Background: an optimization exercise with open tools, aiming at small area and a short achievable clock period. Do not read the settings as production practice. Function was not checked in any run shown here: the RTL went through the layout flow alone.

## flow/design.v (module list and top-level ports; edited modules follow where they fit)
// module simple_ntt_core: 924 lines
// module ntt_fa: 4 lines
// module ntt_ha: 4 lines
module simple_ntt_core #(
  parameter int data_width      = 32,
  parameter int max_buffer_size = 4,
  parameter int modulus         = 3329,
  parameter int root            = 1729
) (
  input  logic                               clk,
  input  logic                               reset,
  input  logic [data_width-1:0]              input_buffer0,
  input  logic [data_width-1:0]              input_buffer1,
  input  logic [data_width-1:0]              input_buffer2,
  input  logic [data_width-1:0]              input_buffer3,
  input  logic [$clog2(max_buffer_size)-1:0] index,
  output logic [data_width-1:0]              output_buffer
);
  // ...
==> flow/flow/run.sh <==
#!/bin/bash
# The standard layout (standard.sh), except that the port buffers are
# made from the smallest buffer cell and the constant outputs share one tie cell.
export BUFFER_PORTS_ARGS="-buffer_cell sky130_fd_sc_hd__buf_1"
export SKIP_REPAIR_TIE_FANOUT=1
bash standard.sh > standard.log 2>&1
==> flow/standard.sh <==
#!/bin/bash
# synth_recipe.tcl (not shown) runs the flow's synth.tcl, then flattens the netlist and writes it again
# the make line also repeats each setting of config.mk as NAME=value (left out here)
make -C /OpenROAD-flow-scripts/flow DESIGN_CONFIG=/design/flow/config.mk WORK_HOME=/design/flow/orfs CLKGATE_MAP_FILE= SYNTH_SCRIPT=/design/flow/synth_recipe.tcl "${@:-finish}"
==> flow/config.mk <==
export PLATFORM = sky130hd
export DESIGN_NAME = simple_ntt_core
export DESIGN_NICKNAME = simple_ntt_core
export VERILOG_FILES = /design/flow/design.v
export SDC_FILE = /design/flow/constraint.sdc
export NUM_CORES = 4
export LEC_CHECK = 0
export CAP_MARGIN = 20
export CORE_MARGIN = 2
export CORE_UTILIZATION = 65
export CTS_BUF_LIST = sky130_fd_sc_hd__clkbuf_8
export PLACE_DENSITY = 0.75
export SLEW_MARGIN = 70
export SYNTH_HIERARCHICAL = 1
export SYNTH_MINIMUM_KEEP_SIZE = 0
==> flow/constraint.sdc <==
create_clock -name core_clock -period 55.0 [get_ports {clk}]
set_input_delay 11.0000 -clock core_clock [delete_from_list [all_inputs] [get_ports {clk}]]
set_output_delay 11.0000 -clock core_clock [all_outputs]
set_load 0.01 [all_outputs]
==> impl_metrics.json, run 1 <==
{
  "io_buffers": 143,
  "clock_latency_ps": 320,
  "ant_nets": 0,
  "setup_viol": 0,
  "cp_cell_sequence": "clkbuf_4 > buf_8 > buf_12 > buf_12 > xor2_1 > ha_1 > fa_1 > fa_1 > fa_1 > fa_1 > fa_1 > fa_1 > fa_1 > fa_1 > fa_1",
  "synth_compound_area_share_pct": 3.46,
  "reg2reg_slack_ps": 40490,
  "htreeDepth": 2,
  "met1_usage_pct": 36.9,
  "yosys.area_share.simple_pct": 3.42,
  "hold_buffers": 0,
  "largestClassByArea": "multi-input gates",
  "synth_edf_count": 0,
  "core_area_sq_mm": 0.0146,
  "synthArstFlopShare_pct": 23.6,
  "critPathTopFamily": "adder cells",
  "ys_ff_latch": 55,
  "worst-path-stages": 15,
  "synthMostInstantiatedCell": "fa_1",
  "worstSetupStartpoint": "index[0]",
  "cts_inserted_buffers": 5,
  "grt_max_degree": 37,
  "synthMuxAreaShare_pct": 2.00,
  "dr_total_vias": 5745,
  "ys_top_cells_by_area": "fa_1 57%, dfxtp_1 8.6%, ha_1 7.0%",
  "cp.required_ps": 55200,
  "outcome": "complete, no violations",
  "hold_path_end": "out_r[1]$_DFF_PP0_",
  "yosysUniqueCellTypes": 49,
  "fmax_mhz": 63.1,
  "start_util_pct": 66.9,
  "multi_input_area_share_pct": 77.0,
  "cp-start-kind": "input pin",
  "clkbuf_count": 6,
  "stdcell_count": 1055,
  "cts.sinks": 55,
  "top_layer": "met4",
  "endpoint_kind": "flop",
  "viasPerCell": 5.45,
  "dr_wl_met3_um": 1070
}
==> inputs of run 2 (changes only) <==
--- a/flow/design.v
+++ b/flow/design.v
@@ -133,17 +133,17 @@
   ntt_fa u75 (.a(i74), .b(s72), .c(c66), .s(s75), .co(c75));
   wire s76, c76;
   ntt_ha u76 (.a(s73), .b(c67), .s(s76), .co(c76));
   wire s77, c77;
   ntt_fa u77 (.a(input_buffer0[3]), .b(x4), .c(i62), .s(s77), .co(c77));
   wire s78, c78;
   ntt_fa u78 (.a(c54), .b(s44), .c(c68), .s(s78), .co(c78));
   wire s79, c79;
-  ntt_fa u79 (.a(s77), .b(c69), .c(s78), .s(s79), .co(c79));
+  ntt_fa u79 (.a(s77), .b(s78), .c(c69), .s(s79), .co(c79));
   wire s80, c80;
   ntt_fa u80 (.a(s46), .b(c70), .c(s79), .s(s80), .co(c80));
   wire i81 = ~s52;
   wire s82, c82;
   ntt_fa u82 (.a(s40), .b(c37), .c(i81), .s(s82), .co(c82));
   wire s83, c83;
   ntt_fa u83 (.a(c72), .b(s80), .c(c73), .s(s83), .co(c83));
   wire s84, c84;
@@ -181,46 +181,46 @@
   wire s102, c102;
   ntt_ha u102 (.a(c92), .b(s101), .s(s102), .co(c102));
   wire i103 = ~s43;
   wire s104, c104;
   ntt_fa u104 (.a(input_buffer0[6]), .b(x7), .c(i103), .s(s104), .co(c104));
   wire s105, c105;
   ntt_fa u105 (.a(c54), .b(s49), .c(c94), .s(s105), .co(c105));
   wire s106, c106;
-  ntt_fa u106 (.a(s104), .b(c95), .c(s105), .s(s106), .co(c106));
+  ntt_fa u106 (.a(s104), .b(s105), .c(c95), .s(s106), .co(c106));
   wire s107, c107;
   ntt_fa u107 (.a(i89), .b(c97), .c(s106), .s(s107), .co(c107));
   wire s108, c108;
   ntt_fa u108 (.a(s47), .b(c98), .c(s107), .s(s108), .co(c108));
   wire i109 = ~c42;
   wire s110, c110;
   ntt_fa u110 (.a(i109), .b(c99), .c(s108), .s(s110), .co(c110));
   wire s111, c111;
-  ntt_ha u111 (.a(c101), .b(s110), .s(s111), .co(c111));
+  ntt_ha u111 (.a(s110), .b(c101), .s(s111), .co(c111));
   wire s112, c112;
   ntt_fa u112 (.a(input_buffer0[7]), .b(x8), .c(s48), .s(s112), .co(c112));
   wire i113 = ~s44;
   wire s114, c114;
   ntt_fa u114 (.a(i113), .b(c104), .c(s112), .s(s114), .co(c114));
   wire s115, c115;
   ntt_fa u115 (.a(s50), .b(c105), .c(s114), .s(s115), .co(c115));
   wire s116, c116;
   ntt_fa u116 (.a(c106), .b(s115), .c(c47), .s(s116), .co(c116));
   wire s117, c117;
   ntt_fa u117 (.a(i100), .b(c107), .c(s116), .s(s117), .co(c117));
   wire s118, c118;
   ntt_fa u118 (.a(c108), .b(s117), .c(c110), .s(s118), .co(c118));
   wire s119, c119;
   ntt_fa u119 (.a(input_buffer0[8]), .b(x9), .c(c112), .s(s119), .co(c119));
-  wire i120 = ~c114;
+  wire i120 = ~s119;
   wire s121, c121;
   ntt_fa u121 (.a(s35), .b(s45), .c(i120), .s(s121), .co(c121));
   wire s122, c122;
-  ntt_fa u122 (.a(s119), .b(s41), .c(s51), .s(s122), .co(c122));
+  ntt_fa u122 (.a(c114), .b(s41), .c(s51), .s(s122), .co(c122));
   wire s123, c123;
   ntt_fa u123 (.a(s121), .b(s37), .c(s52), .s(s123), .co(c123));
   wire s124, c124;
   ntt_fa u124 (.a(c115), .b(s122), .c(c116), .s(s124), .co(c124));
   wire i125 = ~s123;
   wire s126, c126;
   ntt_fa u126 (.a(i125), .b(c117), .c(s124), .s(s126), .co(c126));
   wire s127, c127;
@@ -424,17 +424,17 @@
   ntt_fa u252 (.a(i251), .b(s249), .c(c243), .s(s252), .co(c252));
   wire s253, c253;
   ntt_ha u253 (.a(s250), .b(c244), .s(s253), .co(c253));
   wire s254, c254;
   ntt_fa u254 (.a(input_buffer1[3]), .b(x181), .c(i239), .s(s254), .co(c254));
   wire s255, c255;
   ntt_fa u255 (.a(c231), .b(s221), .c(c245), .s(s255), .co(c255));
   wire s256, c256;
-  ntt_fa u256 (.a(s254), .b(c246), .c(s255), .s(s256), .co(c256));
+  ntt_fa u256 (.a(s254), .b(s255), .c(c246), .s(s256), .co(c256));
   wire s257, c257;
   ntt_fa u257 (.a(s223), .b(c247), .c(s256), .s(s257), .co(c257));
   wire i258 = ~s229;
   wire s259, c259;
   ntt_fa u259 (.a(s217), .b(c214), .c(i258), .s(s259), .co(c259));
   wire s260, c260;
   ntt_fa u260 (.a(c249), .b(s257), .c(c250), .s(s260), .co(c260));
   wire s261, c261;
@@ -472,46 +472,46 @@
   wire s279, c279;
   ntt_ha u279 (.a(c269), .b(s278), .s(s279), .co(c279));
   wire i280 = ~s220;
   wire s281, c281;
   ntt_fa u281 (.a(input_buffer1[6]), .b(x184), .c(i280), .s(s281), .co(c281));
   wire s282, c282;
   ntt_fa u282 (.a(c231), .b(s226), .c(c271), .s(s282), .co(c282));
   wire s283, c283;
-  ntt_fa u283 (.a(s281), .b(c272), .c(s282), .s(s283), .co(c283));
+  ntt_fa u283 (.a(s281), .b(s282), .c(c272), .s(s283), .co(c283));
   wire s284, c284;
   ntt_fa u284 (.a(i266), .b(c274), .c(s283), .s(s284), .co(c284));
   wire s285, c285;
   ntt_fa u285 (.a(s224), .b(c275), .c(s284), .s(s285), .co(c285));
   wire i286 = ~c219;
   wire s287, c287;
   ntt_fa u287 (.a(i286), .b(c276), .c(s285), .s(s287), .co(c287));
   wire s288, c288;
-  ntt_ha u288 (.a(c278), .b(s287), .s(s288), .co(c288));
+  ntt_ha u288 (.a(s287), .b(c278), .s(s288), .co(c288));
   wire s289, c289;
   ntt_fa u289 (.a(input_buffer1[7]), .b(x185), .c(s225), .s(s289), .co(c289));
   wire i290 = ~s221;
   wire s291, c291;
   ntt_fa u291 (.a(i290), .b(c281), .c(s289), .s(s291), .co(c291));
   wire s292, c292;
   ntt_fa u292 (.a(s227), .b(c282), .c(s291), .s(s292), .co(c292));
   wire s293, c293;
   ntt_fa u293 (.a(c283), .b(s292), .c(c224), .s(s293), .co(c293));
   wire s294, c294;
   ntt_fa u294 (.a(i277), .b(c284), .c(s293), .s(s294), .co(c294));
   wire s295, c295;
   ntt_fa u295 (.a(c285), .b(s294), .c(c287), .s(s295), .co(c295));
   wire s296, c296;
   ntt_fa u296 (.a(input_buffer1[8]), .b(x186), .c(c289), .s(s296), .co(c296));
-  wire i297 = ~c291;
+  wire i297 = ~s296;
   wire s298, c298;
   ntt_fa u298 (.a(s212), .b(s222), .c(i297), .s(s298), .co(c298));
   wire s299, c299;
-  ntt_fa u299 (.a(s296), .b(s218), .c(s228), .s(s299), .co(c299));
+  ntt_fa u299 (.a(c291), .b(s218), .c(s228), .s(s299), .co(c299));
   wire s300, c300;
   ntt_fa u300 (.a(s298), .b(s214), .c(s229), .s(s300), .co(c300));
   wire s301, c301;
   ntt_fa u301 (.a(c292), .b(s299), .c(c293), .s(s301), .co(c301));
   wire i302 = ~s300;
   wire s303, c303;
   ntt_fa u303 (.a(i302), .b(c294), .c(s301), .s(s303), .co(c303));
   wire s304, c304;
@@ -604,266 +604,246 @@
     rs <= {c177, s177, s175, c173, s173, s171, c169, s169, s168, c167, s167, s166, c165, s165, s164, c163, s163, s161, s160, s158};
     rt <= {c354, s354, s352, c350, s350, s348, c346, s346, s345, c344, s344, s343, c342, s342, s341, c340, s340, s338, s337, s335};
     k_r <= index;
   end
   always_ff @(posedge clk or posedge reset) begin
     if (reset) v_r <= 1'b0;
     else       v_r <= 1'b1;
   end
-  wire x355 = rt[0] ^ k_r[1];
-  wire x356 = rt[1] ^ k_r[1];
-  wire x357 = rt[2] ^ k_r[1];
-  wire x358 = rt[3] ^ k_r[1];
-  wire x359 = rt[4] ^ k_r[1];
-  wire x360 = rt[5] ^ k_r[1];
-  wire x361 = rt[6] ^ k_r[1];
-  wire x362 = rt[7] ^ k_r[1];
-  wire x363 = rt[8] ^ k_r[1];
-  wire x364 = rt[9] ^ k_r[1];
-  wire x365 = rt[10] ^ k_r[1];
-  wire x366 = rt[11] ^ k_r[1];
-  wire x367 = rt[12] ^ k_r[1];
-  wire x368 = rt[13] ^ k_r[1];
-  wire x369 = rt[14] ^ k_r[1];
-  wire x370 = rt[15] ^ k_r[1];
-  wire x371 = rt[16] ^ k_r[1];
-  wire x372 = rt[17] ^ k_r[1];
-  wire x373 = rt[18] ^ k_r[1];
-  wire x374 = rt[19] ^ k_r[1];
-  wire m375 = (k_r[0] ? x356 : x355);
-  wire m376 = (k_r[0] ? ~x365 : x374);
-  wire m377 = k_r[0] & ~x366;
-  wire m378 = (k_r[0] ? x357 : x356);
-  wire m379 = (k_r[0] ? ~x364 : x373);
-  wire m380 = k_r[0] & ~x367;
-  wire m381 = k_r[0] & ~x374;
-  wire m382 = (k_r[0] ? x358 : x357);
-  wire m383 = (k_r[0] ? ~x365 : x374);
-  wire m384 = k_r[0] & ~x366;
-  wire m385 = k_r[0] & ~x368;
-  wire m386 = k_r[0] & ~x369;
-  wire m387 = (k_r[0] ? x359 : x358);
-  wire m388 = k_r[0] & x360;
-  wire m389 = k_r[0] & ~x367;
-  wire m390 = k_r[0] & ~x370;
-  wire m391 = (k_r[0] ? x361 : x359);
-  wire m392 = (k_r[0] ? ~x368 : x360);
-  wire m393 = k_r[0] & ~x369;
-  wire m394 = k_r[0] & ~x371;
-  wire m395 = k_r[0] & ~x372;
-  wire m396 = (k_r[0] ? x362 : x361);
-  wire m397 = k_r[0] & x363;
-  wire m398 = k_r[0] & ~x370;
-  wire m399 = k_r[0] & x373;
-  wire m400 = (k_r[0] ? ~x355 : x362);
-  wire m401 = (k_r[0] ? x364 : x363);
-  wire m402 = k_r[0] & ~x371;
-  wire m403 = k_r[0] & ~x372;
-  wire m404 = k_r[0] & x374;
-  wire m405 = (k_r[0] ? x356 : x364);
-  wire m406 = k_r[0] & ~x365;
-  wire m407 = k_r[0] & ~x366;
-  wire m408 = k_r[0] & x373;
-  wire m409 = (k_r[0] ? ~x374 : x374);
-  wire m410 = (k_r[0] ? x357 : x365);
-  wire m411 = (k_r[0] ? ~x367 : x366);
-  wire m412 = (k_r[0] ? x355 : x367);
-  wire m413 = (k_r[0] ? x358 : x373);
-  wire m414 = k_r[0] & ~x364;
-  wire m415 = k_r[0] & ~x368;
-  wire m416 = k_r[0] & ~x369;
-  wire m417 = (k_r[0] ? x359 : x368);
-  wire m418 = (k_r[0] ? x360 : x369);
-  wire m419 = k_r[0] & ~x370;
-  wire m420 = (k_r[0] ? ~x355 : x370);
-  wire m421 = (k_r[0] ? x361 : ~x373);
-  wire m422 = k_r[0] & x364;
-  wire m423 = k_r[0] & ~x371;
-  wire m424 = k_r[0] & ~x372;
-  wire m425 = k_r[0] & x374;
-  wire m426 = (k_r[0] ? x362 : x371);
-  wire m427 = (k_r[0] ? x363 : x372);
-  wire m428 = k_r[0] & x373;
-  wire kc429 = (k_r[1] ? (k_r[0] ? 1'b0 : 1'b0) : (k_r[0] ? 1'b1 : 1'b1));
-  wire kc430 = (k_r[1] ? (k_r[0] ? 1'b0 : 1'b0) : (k_r[0] ? 1'b1 : 1'b0));
-  wire kc431 = (k_r[1] ? (k_r[0] ? 1'b1 : 1'b0) : (k_r[0] ? 1'b1 : 1'b0));
-  wire kc432 = (k_r[1] ? (k_r[0] ? 1'b0 : 1'b1) : (k_r[0] ? 1'b1 : 1'b1));
-  wire kc433 = (k_r[1] ? (k_r[0] ? 1'b0 : 1'b1) : (k_r[0] ? 1'b0 : 1'b1));
-  wire kc434 = (k_r[1] ? (k_r[0] ? 1'b0 : 1'b0) : (k_r[0] ? 1'b0 : 1'b1));
-  wire kc435 = (k_r[1] ? (k_r[0] ? 1'b0 : 1'b1) : (k_r[0] ? 1'b1 : 1'b0));
-  wire kc436 = (k_r[1] ? (k_r[0] ? 1'b0 : 1'b1) : (k_r[0] ? 1'b1 : 1'b0));
-  wire kc437 = (k_r[1] ? (k_r[0] ? 1'b0 : 1'b0) : (k_r[0] ? 1'b1 : 1'b0));
-  wire kc438 = (k_r[1] ? (k_r[0] ? 1'b0 : 1'b1) : (k_r[0] ? 1'b1 : 1'b1));
+  wire m355 = (k_r[1] ? (k_r[0] ? ~rt[1] : ~rt[0]) : (k_r[0] ? rt[1] : rt[0]));
+  wire m356 = (k_r[1] ? (k_r[0] ? rt[10] : ~rt[19]) : (k_r[0] ? ~rt[10] : rt[19]));
+  wire m357 = (k_r[1] ? (k_r[0] ? rt[11] : 1'b0) : (k_r[0] ? ~rt[11] : 1'b0));
+  wire m358 = (k_r[1] ? (k_r[0] ? ~rt[2] : ~rt[1]) : (k_r[0] ? rt[2] : rt[1]));
+  wire m359 = (k_r[1] ? (k_r[0] ? rt[9] : ~rt[18]) : (k_r[0] ? ~rt[9] : rt[18]));
+  wire m360 = (k_r[1] ? (k_r[0] ? rt[12] : 1'b0) : (k_r[0] ? ~rt[12] : 1'b0));
+  wire m361 = (k_r[1] ? (k_r[0] ? rt[19] : 1'b0) : (k_r[0] ? ~rt[19] : 1'b0));
+  wire m362 = (k_r[1] ? (k_r[0] ? ~rt[3] : ~rt[2]) : (k_r[0] ? rt[3] : rt[2]));
+  wire m363 = (k_r[1] ? (k_r[0] ? rt[10] : ~rt[19]) : (k_r[0] ? ~rt[10] : rt[19]));
+  wire m364 = (k_r[1] ? (k_r[0] ? rt[11] : 1'b0) : (k_r[0] ? ~rt[11] : 1'b0));
+  wire m365 = (k_r[1] ? (k_r[0] ? rt[13] : 1'b0) : (k_r[0] ? ~rt[13] : 1'b0));
+  wire m366 = (k_r[1] ? (k_r[0] ? rt[14] : 1'b0) : (k_r[0] ? ~rt[14] : 1'b0));
+  wire m367 = (k_r[1] ? (k_r[0] ? ~rt[4] : ~rt[3]) : (k_r[0] ? rt[4] : rt[3]));
+  wire m368 = (k_r[1] ? (k_r[0] ? ~rt[5] : 1'b0) : (k_r[0] ? rt[5] : 1'b0));
+  wire m369 = (k_r[1] ? (k_r[0] ? rt[12] : 1'b0) : (k_r[0] ? ~rt[12] : 1'b0));
+  wire m370 = (k_r[1] ? (k_r[0] ? rt[15] : 1'b0) : (k_r[0] ? ~rt[15] : 1'b0));
+  wire m371 = (k_r[1] ? (k_r[0] ? ~rt[6] : ~rt[4]) : (k_r[0] ? rt[6] : rt[4]));
+  wire m372 = (k_r[1] ? (k_r[0] ? rt[13] : ~rt[5]) : (k_r[0] ? ~rt[13] : rt[5]));
+  wire m373 = (k_r[1] ? (k_r[0] ? rt[14] : 1'b0) : (k_r[0] ? ~rt[14] : 1'b0));
+  wire m374 = (k_r[1] ? (k_r[0] ? rt[16] : 1'b0) : (k_r[0] ? ~rt[16] : 1'b0));
+  wire m375 = (k_r[1] ? (k_r[0] ? rt[17] : 1'b0) : (k_r[0] ? ~rt[17] : 1'b0));
+  wire m376 = (k_r[1] ? (k_r[0] ? ~rt[7] : ~rt[6]) : (k_r[0] ? rt[7] : rt[6]));
+  wire m377 = (k_r[1] ? (k_r[0] ? ~rt[8] : 1'b0) : (k_r[0] ? rt[8] : 1'b0));
+  wire m378 = (k_r[1] ? (k_r[0] ? rt[15] : 1'b0) : (k_r[0] ? ~rt[15] : 1'b0));
+  wire m379 = (k_r[1] ? (k_r[0] ? ~rt[18] : 1'b0) : (k_r[0] ? rt[18] : 1'b0));
+  wire m380 = (k_r[1] ? (k_r[0] ? rt[0] : ~rt[7]) : (k_r[0] ? ~rt[0] : rt[7]));
+  wire m381 = (k_r[1] ? (k_r[0] ? ~rt[9] : ~rt[8]) : (k_r[0] ? rt[9] : rt[8]));
+  wire m382 = (k_r[1] ? (k_r[0] ? rt[16] : 1'b0) : (k_r[0] ? ~rt[16] : 1'b0));
+  wire m383 = (k_r[1] ? (k_r[0] ? rt[17] : 1'b0) : (k_r[0] ? ~rt[17] : 1'b0));
+  wire m384 = (k_r[1] ? (k_r[0] ? ~rt[19] : 1'b0) : (k_r[0] ? rt[19] : 1'b0));
+  wire m385 = (k_r[1] ? (k_r[0] ? ~rt[1] : ~rt[9]) : (k_r[0] ? rt[1] : rt[9]));
+  wire m386 = (k_r[1] ? (k_r[0] ? rt[10] : 1'b0) : (k_r[0] ? ~rt[10] : 1'b0));
+  wire m387 = (k_r[1] ? (k_r[0] ? rt[11] : 1'b0) : (k_r[0] ? ~rt[11] : 1'b0));
+  wire m388 = (k_r[1] ? (k_r[0] ? ~rt[18] : 1'b0) : (k_r[0] ? rt[18] : 1'b0));
+  wire m389 = (k_r[1] ? (k_r[0] ? rt[19] : ~rt[19]) : (k_r[0] ? ~rt[19] : rt[19]));
+  wire m390 = (k_r[1] ? (k_r[0] ? ~rt[2] : ~rt[10]) : (k_r[0] ? rt[2] : rt[10]));
+  wire m391 = (k_r[1] ? (k_r[0] ? rt[12] : ~rt[11]) : (k_r[0] ? ~rt[12] : rt[11]));
+  wire m392 = (k_r[1] ? (k_r[0] ? ~rt[0] : ~rt[12]) : (k_r[0] ? rt[0] : rt[12]));
+  wire m393 = (k_r[1] ? (k_r[0] ? ~rt[3] : ~rt[18]) : (k_r[0] ? rt[3] : rt[18]));
+  wire m394 = (k_r[1] ? (k_r[0] ? rt[9] : 1'b0) : (k_r[0] ? ~rt[9] : 1'b0));
+  wire m395 = (k_r[1] ? (k_r[0] ? rt[13] : 1'b0) : (k_r[0] ? ~rt[13] : 1'b0));
+  wire m396 = (k_r[1] ? (k_r[0] ? rt[14] : 1'b0) : (k_r[0] ? ~rt[14] : 1'b0));
+  wire m397 = (k_r[1] ? (k_r[0] ? ~rt[4] : ~rt[13]) : (k_r[0] ? rt[4] : rt[13]));
+  wire m398 = (k_r[1] ? (k_r[0] ? ~rt[5] : ~rt[14]) : (k_r[0] ? rt[5] : rt[14]));
+  wire m399 = (k_r[1] ? (k_r[0] ? rt[15] : 1'b0) : (k_r[0] ? ~rt[15] : 1'b0));
+  wire m400 = (k_r[1] ? (k_r[0] ? rt[0] : ~rt[15]) : (k_r[0] ? ~rt[0] : rt[15]));
+  wire m401 = (k_r[1] ? (k_r[0] ? ~rt[6] : rt[18]) : (k_r[0] ? rt[6] : ~rt[18]));
+  wire m402 = (k_r[1] ? (k_r[0] ? ~rt[9] : 1'b0) : (k_r[0] ? rt[9] : 1'b0));
+  wire m403 = (k_r[1] ? (k_r[0] ? rt[16] : 1'b0) : (k_r[0] ? ~rt[16] : 1'b0));
+  wire m404 = (k_r[1] ? (k_r[0] ? rt[17] : 1'b0) : (k_r[0] ? ~rt[17] : 1'b0));
+  wire m405 = (k_r[1] ? (k_r[0] ? ~rt[19] : 1'b0) : (k_r[0] ? rt[19] : 1'b0));
+  wire m406 = (k_r[1] ? (k_r[0] ? ~rt[7] : ~rt[16]) : (k_r[0] ? rt[7] : rt[16]));
+  wire m407 = (k_r[1] ? (k_r[0] ? ~rt[8] : ~rt[17]) : (k_r[0] ? rt[8] : rt[17]));
+  wire m408 = (k_r[1] ? (k_r[0] ? ~rt[18] : 1'b0) : (k_r[0] ? rt[18] : 1'b0));
+  wire kc409 = (k_r[1] ? (k_r[0] ? 1'b0 : 1'b0) : (k_r[0] ? 1'b1 : 1'b1));
+  wire kc410 = (k_r[1] ? (k_r[0] ? 1'b0 : 1'b0) : (k_r[0] ? 1'b1 : 1'b0));
+  wire kc411 = (k_r[1] ? (k_r[0] ? 1'b1 : 1'b0) : (k_r[0] ? 1'b1 : 1'b0));
+  wire kc412 = (k_r[1] ? (k_r[0] ? 1'b0 : 1'b1) : (k_r[0] ? 1'b1 : 1'b1));
+  wire kc413 = (k_r[1] ? (k_r[0] ? 1'b0 : 1'b1) : (k_r[0] ? 1'b0 : 1'b1));
+  wire kc414 = (k_r[1] ? (k_r[0] ? 1'b0 : 1'b0) : (k_r[0] ? 1'b0 : 1'b1));
+  wire kc415 = (k_r[1] ? (k_r[0] ? 1'b0 : 1'b1) : (k_r[0] ? 1'b1 : 1'b0));
+  wire kc416 = (k_r[1] ? (k_r[0] ? 1'b0 : 1'b1) : (k_r[0] ? 1'b1 : 1'b0));
+  wire kc417 = (k_r[1] ? (k_r[0] ? 1'b0 : 1'b0) : (k_r[0] ? 1'b1 : 1'b0));
+  wire kc418 = (k_r[1] ? (k_r[0] ? 1'b0 : 1'b1) : (k_r[0] ? 1'b1 : 1'b1));
+  wire s419, c419;
+  ntt_fa u419 (.a(rs[0]), .b(rs[19]), .c(kc409), .s(s419), .co(c419));
+  wire s420, c420;
+  ntt_fa u420 (.a(m355), .b(m356), .c(m357), .s(s420), .co(c420));
+  wire s421, c421;
+  ntt_fa u421 (.a(rs[1]), .b(rs[18]), .c(kc410), .s(s421), .co(c421));
+  wire s422, c422;
+  ntt_fa u422 (.a(m358), .b(m359), .c(m360), .s(s422), .co(c422));
+  wire s423, c423;
+  ntt_fa u423 (.a(m361), .b(c419), .c(s421), .s(s423), .co(c423));
+  wire s424, c424;
+  ntt_ha u424 (.a(c420), .b(s422), .s(s424), .co(c424));
+  wire s425, c425;
+  ntt_fa u425 (.a(rs[2]), .b(rs[19]), .c(kc411), .s(s425), .co(c425));
+  wire s426, c426;
+  ntt_fa u426 (.a(m362), .b(m363), .c(m364), .s(s426), .co(c426));
+  wire s427, c427;
+  ntt_fa u427 (.a(m365), .b(m366), .c(c421), .s(s427), .co(c427));
+  wire s428, c428;
+  ntt_fa u428 (.a(s425), .b(c422), .c(s426), .s(s428), .co(c428));
+  wire s429, c429;
+  ntt_fa u429 (.a(c424), .b(c423), .c(s427), .s(s429), .co(c429));
+  wire s430, c430;
+  ntt_fa u430 (.a(rs[3]), .b(m367), .c(m368), .s(s430), .co(c430));
+  wire s431, c431;
+  ntt_fa u431 (.a(m369), .b(m370), .c(c425), .s(s431), .co(c431));
+  wire s432, c432;
+  ntt_fa u432 (.a(c426), .b(s430), .c(c427), .s(s432), .co(c432));
+  wire s433, c433;
+  ntt_fa u433 (.a(s431), .b(c428), .c(c429), .s(s433), .co(c433));
+  wire s434, c434;
+  ntt_fa u434 (.a(rs[4]), .b(rs[5]), .c(kc412), .s(s434), .co(c434));
+  wire s435, c435;
+  ntt_fa u435 (.a(m371), .b(m372), .c(m373), .s(s435), .co(c435));
+  wire s436, c436;
+  ntt_fa u436 (.a(m374), .b(m375), .c(s434), .s(s436), .co(c436));
+  wire s437, c437;
+  ntt_fa u437 (.a(c430), .b(s435), .c(c431), .s(s437), .co(c437));
+  wire s438, c438;
+  ntt_fa u438 (.a(s436), .b(c432), .c(s437), .s(s438), .co(c438));
   wire s439, c439;
-  ntt_fa u439 (.a(rs[0]), .b(rs[19]), .c(kc429), .s(s439), .co(c439));
+  ntt_fa u439 (.a(rs[6]), .b(kc413), .c(m376), .s(s439), .co(c439));
   wire s440, c440;
-  ntt_fa u440 (.a(m375), .b(m376), .c(m377), .s(s440), .co(c440));
+  ntt_fa u440 (.a(m377), .b(m378), .c(m379), .s(s440), .co(c440));
   wire s441, c441;
-  ntt_fa u441 (.a(rs[1]), .b(rs[18]), .c(kc430), .s(s441), .co(c441));
+  ntt_fa u441 (.a(c434), .b(c435), .c(s439), .s(s441), .co(c441));
   wire s442, c442;
-  ntt_fa u442 (.a(m378), .b(m379), .c(m380), .s(s442), .co(c442));
+  ntt_fa u442 (.a(s440), .b(c436), .c(s441), .s(s442), .co(c442));
   wire s443, c443;
-  ntt_fa u443 (.a(m381), .b(c439), .c(s441), .s(s443), .co(c443));
+  ntt_ha u443 (.a(c437), .b(s442), .s(s443), .co(c443));
   wire s444, c444;
-  ntt_ha u444 (.a(c440), .b(s442), .s(s444), .co(c444));
+  ntt_fa u444 (.a(rs[7]), .b(rs[8]), .c(kc414), .s(s444), .co(c444));
   wire s445, c445;
-  ntt_fa u445 (.a(rs[2]), .b(rs[19]), .c(kc431), .s(s445), .co(c445));
+  ntt_fa u445 (.a(m380), .b(m381), .c(m382), .s(s445), .co(c445));
   wire s446, c446;
-  ntt_fa u446 (.a(m382), .b(m383), .c(m384), .s(s446), .co(c446));
+  ntt_fa u446 (.a(m383), .b(m384), .c(s444), .s(s446), .co(c446));
   wire s447, c447;
-  ntt_fa u447 (.a(m385), .b(m386), .c(c441), .s(s447), .co(c447));
+  ntt_fa u447 (.a(c439), .b(c440), .c(s445), .s(s447), .co(c447));
   wire s448, c448;
-  ntt_fa u448 (.a(s445), .b(c442), .c(s446), .s(s448), .co(c448));
+  ntt_fa u448 (.a(s446), .b(c441), .c(s447), .s(s448), .co(c448));
   wire s449, c449;
-  ntt_fa u449 (.a(c443), .b(s447), .c(c444), .s(s449), .co(c449));
+  ntt_ha u449 (.a(c442), .b(s448), .s(s449), .co(c449));
   wire s450, c450;
-  ntt_fa u450 (.a(rs[3]), .b(m387), .c(m388), .s(s450), .co(c450));
+  ntt_fa u450 (.a(rs[9]), .b(kc415), .c(m385), .s(s450), .co(c450));
   wire s451, c451;
-  ntt_fa u451 (.a(m389), .b(m390), .c(c445), .s(s451), .co(c451));
+  ntt_fa u451 (.a(m386), .b(m387), .c(m388), .s(s451), .co(c451));
   wire s452, c452;
-  ntt_fa u452 (.a(c446), .b(s450), .c(c447), .s(s452), .co(c452));
+  ntt_fa u452 (.a(c444), .b(c445), .c(s450), .s(s452), .co(c452));
   wire s453, c453;
-  ntt_fa u453 (.a(s451), .b(c448), .c(s452), .s(s453), .co(c453));
+  ntt_fa u453 (.a(s451), .b(c446), .c(c447), .s(s453), .co(c453));
   wire s454, c454;
-  ntt_fa u454 (.a(rs[4]), .b(rs[5]), .c(kc432), .s(s454), .co(c454));
+  ntt_fa u454 (.a(s452), .b(s453), .c(c448), .s(s454), .co(c454));
   wire s455, c455;
-  ntt_fa u455 (.a(m391), .b(m392), .c(m393), .s(s455), .co(c455));
+  ntt_fa u455 (.a(rs[10]), .b(rs[11]), .c(rs[19]), .s(s455), .co(c455));
   wire s456, c456;
-  ntt_fa u456 (.a(m394), .b(m395), .c(s454), .s(s456), .co(c456));
+  ntt_fa u456 (.a(kc416), .b(m389), .c(m390), .s(s456), .co(c456));
   wire s457, c457;
-  ntt_fa u457 (.a(c450), .b(s455), .c(c451), .s(s457), .co(c457));
+  ntt_fa u457 (.a(m391), .b(s455), .c(c450), .s(s457), .co(c457));
   wire s458, c458;
-  ntt_fa u458 (.a(s456), .b(c452), .c(s457), .s(s458), .co(c458));
+  ntt_fa u458 (.a(c451), .b(s456), .c(c452), .s(s458), .co(c458));
   wire s459, c459;
-  ntt_fa u459 (.a(rs[6]), .b(kc433), .c(m396), .s(s459), .co(c459));
+  ntt_fa u459 (.a(s457), .b(c453), .c(s458), .s(s459), .co(c459));
   wire s460, c460;
-  ntt_fa u460 (.a(m397), .b(m398), .c(m399), .s(s460), .co(c460));
+  ntt_fa u460 (.a(rs[12]), .b(rs[18]), .c(kc417), .s(s460), .co(c460));
   wire s461, c461;
-  ntt_fa u461 (.a(c454), .b(c455), .c(s459), .s(s461), .co(c461));
+  ntt_fa u461 (.a(c455), .b(m392), .c(m393), .s(s461), .co(c461));
   wire s462, c462;
-  ntt_fa u462 (.a(s460), .b(c456), .c(c457), .s(s462), .co(c462));
+  ntt_fa u462 (.a(m394), .b(m395), .c(m396), .s(s462), .co(c462));
   wire s463, c463;
-  ntt_ha u463 (.a(s461), .b(c458), .s(s463), .co(c463));
+  ntt_fa u463 (.a(s460), .b(c456), .c(s461), .s(s463), .co(c463));
   wire s464, c464;
-  ntt_fa u464 (.a(rs[7]), .b(rs[8]), .c(kc434), .s(s464), .co(c464));
+  ntt_fa u464 (.a(s462), .b(c457), .c(s463), .s(s464), .co(c464));
   wire s465, c465;
-  ntt_fa u465 (.a(m400), .b(m401), .c(m402), .s(s465), .co(c465));
-  wire s466, c466;
-  ntt_fa u466 (.a(m403), .b(m404), .c(s464), .s(s466), .co(c466));
-  wire s467, c467;
-  ntt_fa u467 (.a(c459), .b(c460), .c(s465), .s(s467), .co(c467));
+  ntt_ha u465 (.a(c458), .b(s464), .s(s465), .co(c465));
+  wire s466 = rs[13] ^ rs[14];
+  wire c467 = rs[13] | rs[14];
   wire s468, c468;
-  ntt_fa u468 (.a(s466), .b(c461), .c(s467), .s(s468), .co(c468));
+  ntt_fa u468 (.a(m397), .b(m398), .c(m399), .s(s468), .co(c468));
   wire s469, c469;
-  ntt_ha u469 (.a(c462), .b(s468), .s(s469), .co(c469));
+  ntt_fa u469 (.a(c460), .b(c461), .c(c462), .s(s469), .co(c469));
   wire s470, c470;
-  ntt_fa u470 (.a(rs[9]), .b(kc435), .c(m405), .s(s470), .co(c470));
-  wire s471, c471;
-  ntt_fa u471 (.a(m406), .b(m407), .c(m408), .s(s471), .co(c471));
+  ntt_fa u470 (.a(s468), .b(c463), .c(s469), .s(s470), .co(c470));
+  wire i471 = ~s466;
   wire s472, c472;
-  ntt_fa u472 (.a(c464), .b(c465), .c(s470), .s(s472), .co(c472));
+  ntt_fa u472 (.a(i471), .b(s470), .c(c464), .s(s472), .co(c472));
   wire s473, c473;
-  ntt_fa u473 (.a(s471), .b(c466), .c(c467), .s(s473), .co(c473));
+  ntt_fa u473 (.a(rs[15]), .b(c467), .c(kc418), .s(s473), .co(c473));
   wire s474, c474;
-  ntt_fa u474 (.a(s472), .b(c468), .c(s473), .s(s474), .co(c474));
+  ntt_fa u474 (.a(m400), .b(m401), .c(m402), .s(s474), .co(c474));
   wire s475, c475;
-  ntt_fa u475 (.a(rs[10]), .b(rs[11]), .c(rs[19]), .s(s475), .co(c475));
+  ntt_fa u475 (.a(m403), .b(m404), .c(m405), .s(s475), .co(c475));
   wire s476, c476;
-  ntt_fa u476 (.a(kc436), .b(s475), .c(m409), .s(s476), .co(c476));
-  wire s477, c477;
-  ntt_fa u477 (.a(m410), .b(m411), .c(c470), .s(s477), .co(c477));
+  ntt_fa u476 (.a(s473), .b(c468), .c(s474), .s(s476), .co(c476));
+  wire i477 = ~rs[18];
   wire s478, c478;
-  ntt_fa u478 (.a(c471), .b(s476), .c(c472), .s(s478), .co(c478));
+  ntt_fa u478 (.a(i477), .b(s475), .c(c469), .s(s478), .co(c478));
   wire s479, c479;
-  ntt_fa u479 (.a(s477), .b(c473), .c(s478), .s(s479), .co(c479));
+  ntt_fa u479 (.a(s476), .b(c470), .c(s478), .s(s479), .co(c479));
   wire s480, c480;
-  ntt_fa u480 (.a(rs[12]), .b(rs[18]), .c(kc437), .s(s480), .co(c480));
+  ntt_fa u480 (.a(rs[16]), .b(rs[17]), .c(m406), .s(s480), .co(c480));
   wire s481, c481;
-  ntt_fa u481 (.a(c475), .b(m412), .c(m413), .s(s481), .co(c481));
+  ntt_fa u481 (.a(m407), .b(m408), .c(c473), .s(s481), .co(c481));
   wire s482, c482;
-  ntt_fa u482 (.a(m414), .b(m415), .c(m416), .s(s482), .co(c482));
+  ntt_fa u482 (.a(c474), .b(c475), .c(s480), .s(s482), .co(c482));
   wire s483, c483;
-  ntt_fa u483 (.a(s480), .b(c476), .c(s481), .s(s483), .co(c483));
+  ntt_fa u483 (.a(s481), .b(c476), .c(s482), .s(s483), .co(c483));
   wire s484, c484;
-  ntt_fa u484 (.a(s482), .b(c477), .c(s483), .s(s484), .co(c484));
+  ntt_ha u484 (.a(c478), .b(s483), .s(s484), .co(c484));
   wire s485, c485;
-  ntt_ha u485 (.a(c478), .b(s484), .s(s485), .co(c485));
-  wire s486 = rs[13] ^ rs[14];
-  wire c487 = rs[13] | rs[14];
+  ntt_fa u485 (.a(c480), .b(c481), .c(c482), .s(s485), .co(c485));
+  wire s486, c486;
+  ntt_ha u486 (.a(s485), .b(c483), .s(s486), .co(c486));
+  wire s487, c487;
+  ntt_ha u487 (.a(s419), .b(s420), .s(s487), .co(c487));
   wire s488, c488;
-  ntt_fa u488 (.a(m417), .b(m418), .c(m419), .s(s488), .co(c488));
+  ntt_fa u488 (.a(s423), .b(s424), .c(c487), .s(s488), .co(c488));
   wire s489, c489;
-  ntt_fa u489 (.a(c480), .b(c481), .c(c482), .s(s489), .co(c489));
+  ntt_fa u489 (.a(s428), .b(s429), .c(c488), .s(s489), .co(c489));
   wire s490, c490;
-  ntt_fa u490 (.a(s488), .b(c483), .c(s489), .s(s490), .co(c490));
-  wire i491 = ~s486;
+  ntt_fa u490 (.a(s432), .b(s433), .c(c489), .s(s490), .co(c490));
+  wire s491, c491;
+  ntt_fa u491 (.a(c433), .b(s438), .c(c490), .s(s491), .co(c491));
   wire s492, c492;
-  ntt_fa u492 (.a(i491), .b(c484), .c(s490), .s(s492), .co(c492));
+  ntt_fa u492 (.a(c438), .b(s443), .c(c491), .s(s492), .co(c492));
   wire s493, c493;
-  ntt_fa u493 (.a(rs[15]), .b(c487), .c(kc438), .s(s493), .co(c493));
+  ntt_fa u493 (.a(c443), .b(s449), .c(c492), .s(s493), .co(c493));
   wire s494, c494;
-  ntt_fa u494 (.a(m420), .b(m421), .c(m422), .s(s494), .co(c494));
+  ntt_fa u494 (.a(c449), .b(s454), .c(c493), .s(s494), .co(c494));
   wire s495, c495;
-  ntt_fa u495 (.a(m423), .b(m424), .c(m425), .s(s495), .co(c495));
+  ntt_fa u495 (.a(c454), .b(s459), .c(c494), .s(s495), .co(c495));
   wire s496, c496;
-  ntt_fa u496 (.a(s493), .b(c488), .c(s494), .s(s496), .co(c496));
-  wire i497 = ~rs[18];
+  ntt_fa u496 (.a(c459), .b(s465), .c(c495), .s(s496), .co(c496));
+  wire s497, c497;
+  ntt_fa u497 (.a(c465), .b(s472), .c(c496), .s(s497), .co(c497));
   wire s498, c498;
-  ntt_fa u498 (.a(i497), .b(s495), .c(c489), .s(s498), .co(c498));
+  ntt_fa u498 (.a(c472), .b(s479), .c(c497), .s(s498), .co(c498));
   wire s499, c499;
-  ntt_fa u499 (.a(s496), .b(s498), .c(c490), .s(s499), .co(c499));
+  ntt_fa u499 (.a(c479), .b(s484), .c(c498), .s(s499), .co(c499));
   wire s500, c500;
-  ntt_fa u500 (.a(rs[16]), .b(rs[17]), .c(m426), .s(s500), .co(c500));
+  ntt_fa u500 (.a(c484), .b(s486), .c(c499), .s(s500), .co(c500));
   wire s501, c501;
-  ntt_fa u501 (.a(m427), .b(m428), .c(c493), .s(s501), .co(c501));
-  wire s502, c502;
-  ntt_fa u502 (.a(c494), .b(c495), .c(s500), .s(s502), .co(c502));
-  wire s503, c503;
-  ntt_fa u503 (.a(s501), .b(c496), .c(s502), .s(s503), .co(c503));
-  wire s504, c504;
-  ntt_ha u504 (.a(c498), .b(s503), .s(s504), .co(c504));
-  wire s505, c505;
-  ntt_fa u505 (.a(c500), .b(c501), .c(c502), .s(s505), .co(c505));
-  wire s506, c506;
-  ntt_ha u506 (.a(c503), .b(s505), .s(s506), .co(c506));
-  wire s507, c507;
-  ntt_ha u507 (.a(s439), .b(s440), .s(s507), .co(c507));
-  wire s508, c508;
-  ntt_fa u508 (.a(s443), .b(s444), .c(c507), .s(s508), .co(c508));
-  wire s509, c509;
-  ntt_fa u509 (.a(s448), .b(s449), .c(c508), .s(s509), .co(c509));
-  wire s510, c510;
-  ntt_fa u510 (.a(c449), .b(s453), .c(c509), .s(s510), .co(c510));
-  wire s511, c511;
-  ntt_fa u511 (.a(c453), .b(s458), .c(c510), .s(s511), .co(c511));
-  wire s512, c512;
-  ntt_fa u512 (.a(s462), .b(s463), .c(c511), .s(s512), .co(c512));
-  wire s513, c513;
-  ntt_fa u513 (.a(c463), .b(s469), .c(c512), .s(s513), .co(c513));
-  wire s514, c514;
-  ntt_fa u514 (.a(c469), .b(s474), .c(c513), .s(s514), .co(c514));
-  wire s515, c515;
-  ntt_fa u515 (.a(c474), .b(s479), .c(c514), .s(s515), .co(c515));
-  wire s516, c516;
-  ntt_fa u516 (.a(c479), .b(s485), .c(c515), .s(s516), .co(c516));
-  wire s517, c517;
-  ntt_fa u517 (.a(c485), .b(s492), .c(c516), .s(s517), .co(c517));
-  wire s518, c518;
-  ntt_fa u518 (.a(c492), .b(s499), .c(c517), .s(s518), .co(c518));
-  wire s519, c519;
-  ntt_fa u519 (.a(c499), .b(s504), .c(c518), .s(s519), .co(c519));
-  wire s520, c520;
-  ntt_fa u520 (.a(c504), .b(s506), .c(c519), .s(s520), .co(c520));
-  wire s521, c521;
-  ntt_fa u521 (.a(c505), .b(c506), .c(c520), .s(s521), .co(c521));
-  wire [4:0] hv522 = {c521, s521, s520, s519, s518};
+  ntt_fa u501 (.a(c485), .b(c486), .c(c500), .s(s501), .co(c501));
+  wire [4:0] hv502 = {c501, s501, s500, s499, s498};
   logic [11:0] tv;
   always_comb begin
-    case (hv522)
+    case (hv502)
       5'd0: tv = 12'd0;
       5'd1: tv = 12'd2048;
       5'd2: tv = 12'd767;
       5'd3: tv = 12'd2815;
       5'd4: tv = 12'd1534;
       5'd5: tv = 12'd253;
       5'd6: tv = 12'd2301;
       5'd7: tv = 12'd1020;
@@ -883,43 +863,43 @@
       5'd21: tv = 12'd3060;
       5'd22: tv = 12'd1779;
       5'd23: tv = 12'd498;
       5'd24: tv = 12'd2546;
       5'd25: tv = 12'd1265;
       default: tv = 12'd0;
     endcase
   end
-  wire s523, c523;
-  ntt_ha u523 (.a(s507), .b(tv[0]), .s(s523), .co(c523));
-  wire s524, c524;
-  ntt_fa u524 (.a(s508), .b(tv[1]), .c(c523), .s(s524), .co(c524));
-  wire s525, c525;
-  ntt_fa u525 (.a(s509), .b(tv[2]), .c(c524), .s(s525), .co(c525));
-  wire s526, c526;
-  ntt_fa u526 (.a(s510), .b(tv[3]), .c(c525), .s(s526), .co(c526));
-  wire s527, c527;
-  ntt_fa u527 (.a(s511), .b(tv[4]), .c(c526), .s(s527), .co(c527));
-  wire s528, c528;
-  ntt_fa u528 (.a(s512), .b(tv[5]), .c(c527), .s(s528), .co(c528));
-  wire s529, c529;
-  ntt_fa u529 (.a(s513), .b(tv[6]), .c(c528), .s(s529), .co(c529));
-  wire s530, c530;
-  ntt_fa u530 (.a(s514), .b(tv[7]), .c(c529), .s(s530), .co(c530));
-  wire s531, c531;
-  ntt_fa u531 (.a(s515), .b(tv[8]), .c(c530), .s(s531), .co(c531));
-  wire s532, c532;
-  ntt_fa u532 (.a(s516), .b(tv[9]), .c(c531), .s(s532), .co(c532));
-  wire s533, c533;
-  ntt_fa u533 (.a(s517), .b(tv[10]), .c(c532), .s(s533), .co(c533));
-  wire s534, c534;
-  ntt_ha u534 (.a(tv[11]), .b(c533), .s(s534), .co(c534));
-  wire [12:0] y535 = {c534, s534, s533, s532, s531, s530, s529, s528, s527, s526, s525, s524, s523};
-  wire [13:0] yq = {1'b0, y535} - 14'd3329;
-  wire [11:0] res = yq[13] ? y535[11:0] : yq[11:0];
+  wire s503, c503;
+  ntt_ha u503 (.a(s487), .b(tv[0]), .s(s503), .co(c503));
+  wire s504, c504;
+  ntt_fa u504 (.a(s488), .b(tv[1]), .c(c503), .s(s504), .co(c504));
+  wire s505, c505;
+  ntt_fa u505 (.a(s489), .b(tv[2]), .c(c504), .s(s505), .co(c505));
+  wire s506, c506;
+  ntt_fa u506 (.a(s490), .b(tv[3]), .c(c505), .s(s506), .co(c506));
+  wire s507, c507;
+  ntt_fa u507 (.a(s491), .b(tv[4]), .c(c506), .s(s507), .co(c507));
+  wire s508, c508;
+  ntt_fa u508 (.a(s492), .b(tv[5]), .c(c507), .s(s508), .co(c508));
+  wire s509, c509;
+  ntt_fa u509 (.a(s493), .b(tv[6]), .c(c508), .s(s509), .co(c509));
+  wire s510, c510;
+  ntt_fa u510 (.a(s494), .b(tv[7]), .c(c509), .s(s510), .co(c510));
+  wire s511, c511;
+  ntt_fa u511 (.a(s495), .b(tv[8]), .c(c510), .s(s511), .co(c511));
+  wire s512, c512;
+  ntt_fa u512 (.a(s496), .b(tv[9]), .c(c511), .s(s512), .co(c512));
+  wire s513, c513;
+  ntt_fa u513 (.a(s497), .b(tv[10]), .c(c512), .s(s513), .co(c513));
+  wire s514, c514;
+  ntt_ha u514 (.a(tv[11]), .b(c513), .s(s514), .co(c514));
+  wire [12:0] y515 = {c514, s514, s513, s512, s511, s510, s509, s508, s507, s506, s505, s504, s503};
+  wire [13:0] yq = {1'b0, y515} - 14'd3329;
+  wire [11:0] res = yq[13] ? y515[11:0] : yq[11:0];
   logic [11:0] out_r;
   always_ff @(posedge clk or posedge reset) begin
     if (reset) out_r <= 12'd0;
     else       out_r <= res & {12{v_r}};
   end
   assign output_buffer = {20'd0, out_r};
 endmodule
 module ntt_fa (input logic a, input logic b, input logic c, output logic s, output logic co);
==> run 2 against run 1 <==
Still clean. First-iteration DRC count grew 13%. Utilization is essentially flat. Setup slack lost 120 ps. Area after synthesis grew 0.18%. Hold slack lost 32 ps. Final cell count shrank 0.28%. Via count shrank 0.37%. Critical endpoint is now rt[12]$_DFF_P_. Largest cell class unchanged.
==> impl_metrics.json, run 2 <==
{
  "critPathTopFamily": "adder cells",
  "routed-wl-met2_um": 10300,
  "ant_nets": 0,
  "synthArstFlopShare_pct": 23.6,
  "critical_path_class": "in -> reg",
  "timing.critical_path.buf_inv": 3,
  "routedWlPerCell_um": 19.5,
  "outcome": "complete, no violations",
  "core_area_sq_mm": 0.0146,
  "grt_pass1_wl_um": 33900,
  "critPathMaxStageDelay_ps": 550,
  "path_common_cell": "fa_1",
  "dieWidth_um": 127,
  "placedInstanceArea_sq_mm": 0.0104,
  "met1_length_um": 9190,
  "dr_wl_met3_um": 770,
  "synth_area_per_cell_sq_um": 13.0,
  "clock_latency_ps": 310,
  "rsz0062_at_grt": "no",
  "cp.required_ps": 55190,
  "synthCells": 757,
  "root_buffer": "clkbuf_8",
  "cp-start-kind": "input pin",
  "ys_ff_latch": 55,
  "drv_slew": 0,
  "syn_nets": 1224,
  "final_cell_mix": "278 x fa_1, 142 x buf_1, 78 x inv_1",
  "grt_max_degree": 38,
  "grt.overflow.total": 0,
  "cp.arrival_ps": 16150,
  "post-cts-setup-buffer-count": 0,
  "detail_route.iter0.violations": 336,
  "yosysUniqueCellTypes": 50,
  "finalCritPeriodShare_pct": 29.0,
  "ys_top_cells_by_area": "fa_1 57%, dfxtp_1 8.6%, ha_1 7.0%",
  "synth_common_cells": "280 x fa_1, 78 x inv_1, 72 x xor2_1",
  "hold_class": "reg -> reg",
  "nFillCells": 1033,
  "setup_tns_ps": 0,
  "io_pins": 164,
  "cts_resized": 0,
  "syn-cell-area_sq_mm": 0.00982,
  "synth_ff_type": "dfxtp_1",
  "yosys_warnings": 7,
  "synthMostInstantiatedCell": "fa_1",
  "drtPass1Iterations": 4,
  "track_usage_pct": 27.5,
  "path_max_fanout": 36,
  "period_minus_slack_ps": 15960,
  "num_antenna_cells": 0,
  "place_congestion": 0.946,
  "io_buffers": 143,
  "dr_total_vias": 5724,
  "cp_cell_sequence": "clkbuf_4 > buf_8 > buf_12 > xor2_1 > ha_1 > fa_1 > fa_1 > fa_1 > fa_1 > fa_1 > fa_1 > fa_1 > fa_1 > ha_1 > fa_1",
  "stdcell_count": 1052,
  "mostFrequentLayoutCell": "fa_1",
  "clockBufferDepth": 2,
  "die_h_um": 127,
  "reg_top3": "rs: 20 flops, rt: 20 flops, out_r: 12 flops",
  "postLayoutCoreUtil_pct": 71.9,
  "wl_um": 20600,
  "grt_antenna_before_repair": 0,
  "dieArea_sq_mm": 0.0161,
  "yosysSeqAreaShare_pct": 11.9,
  "dp.cells": 1044,
  "viasPerCell": 5.44,
  "finalClockSkew_ps": 9.50,
  "start_util_pct": 67.0,
  "cts_inserted_buffers": 5,
  "endpoint_kind": "flop",
  "hold_viol_final": 0,
  "synth_top_area_share_pct": 57.1,
  "dp_hpwl_um": 19000,
  "cts_tree": "yes",
  "cts.sinks": 55,
  "grt_pass1_vias": 6728,
  "setup_viol": 0,
  "route.detailed.drc": 0,
  "crit_path_top_delay_cell": "fa_1",
  "hold_buffers": 0,
  "drive_above_1_share_pct": 3.92,
  "synth_top_area_cell": "fa_1",
  "htreeDepth": 2,
  "max-cap-violations": 0,
  "top_layer": "met4",
  "rows": 44,
  "syn2layout_area_growth_pct": 7.33,
  "clk_pin_slew_worst_paths_ps": 90,
  "synth_edf_count": 0,
  "fin_nets": 1334,
  "fin_area_sq_mm": 0.0105,
  "fmax_mhz": 62.7
}
[run 2: cell count changes in the layout (fill, tap and decap cells not counted), sizes merged, moves of 2 or more]
cell / delta
nor2: -5
mux4: -2
clkinv: -2
o22ai: -2
or4b: +2
nor4: +3
mux2i: +2
nor2b: +2
o21ai: +3
mux2: +2
a31oi: -4
clkbuf: -2
o211ai: +2
[run 2: per-module statistics from Yosys (local to each module, per instance)]
module           flops+latches  cells inside
ntt_fa                       0             1
ntt_ha                       0             1
simple_ntt_core             55           438
[run 2: cells by family (layout without fill, tap and decap cells)]
logic type,count (synthesis),in the layout,synth area share (%)
xor+xnor,103,103,9.19
buf+inv,123,234,5.61
fa+ha+maj,335,335,64.1
simple gates,67,67,3.63
other cells,2,2,0.0765
mux,19,19,1.98
flops,55,55,11.9
compound gates,53,53,3.52
[run 2: final cells by class]
class	instances	area, sq um	area share (%)
multi-input cells	579	8140	77.2
well taps	184	230	2.19
flip-flops and latches	55	1170	11.1
clock inverters	3	37.5	0.356
repair buffers	147	594	5.64
inverters	79	298	2.83
clock buffers	5	68.8	0.653
[run 2: final timing paths]
path | startpoint | end | slack [ps] | depth (start not counted)
worst min-delay path | v_r$_DFF_PP0_ | out_r[6]$_DFF_PP0_ | 680 | 1
min in group asynchronous | reset | out_r[7]$_DFF_PP0_ | 10580 | 2
worst max-delay path | index[0] | rt[12]$_DFF_P_ | 39040 | 15
worst max register to register | k_r[0]$_DFF_P_ | out_r[5]$_DFF_PP0_ | 40520 | 42
worst min register to register | v_r$_DFF_PP0_ | out_r[6]$_DFF_PP0_ | 680 | 1
max in group asynchronous | reset | v_r$_DFF_PP0_ | 44190 | 2
[run 2: routing by layer]
metal / global-route usage, % / vias to the layer above
li1: - / 2533
met1: 39.2 / 2993
met2: 47.3 / 176
met3: 2.45 / 22
met4: 5.95 / 0
met5: 0 / -
[run 2: metrics by stage]
| stage | setup WS [ps] | hold WS, ps |
|---|---|---|
| 2_1_floorplan | 39110 | 571 |
| 3_3_place_gp | 38640 | 729 |
| 3_5_place_dp | 38700 | 729 |
| 4_1_cts | 39040 | 746 |
| 5_1_grt | 38900 | 719 |
| 6_report | 39040 | 679 |

what the ideal ports hide:
How much do the figures lean on ideal ports? The routed layouts below were timed once more, with nothing changed but the port constraints.
Step 1: set_driving_cell puts a clkbuf_16 on clk and a buf_2 on each other input, an assumption about the parent block.
Step 2 moves the port delays by t, midway between the first and last clock arrival at a register: inputs arrive t later, outputs are due t later. That takes back most of the time a late clock gives input paths.
Three values: ideal ports, drivers, drivers and shift; two values: the first two.
run	shift t [ns]	setup WS [ns]	worst hold slack (ns)	worst setup path at the end	latest minus earliest clock arrival (ns)
run 1	0.350	39.160 / 39.173 / 38.822	0.711 / 0.711 / 0.711	input to register	0.013 / 0.013
run 2	0.343	39.041 / 39.055 / 38.713	0.679 / 0.679 / 0.679	input to register	0.009 / 0.009
After both steps setup and hold are still met in every run listed. For run 1, which loses most, drivers alone change the setup slack by +0.013 ns; drivers and shift together by -0.338 ns.
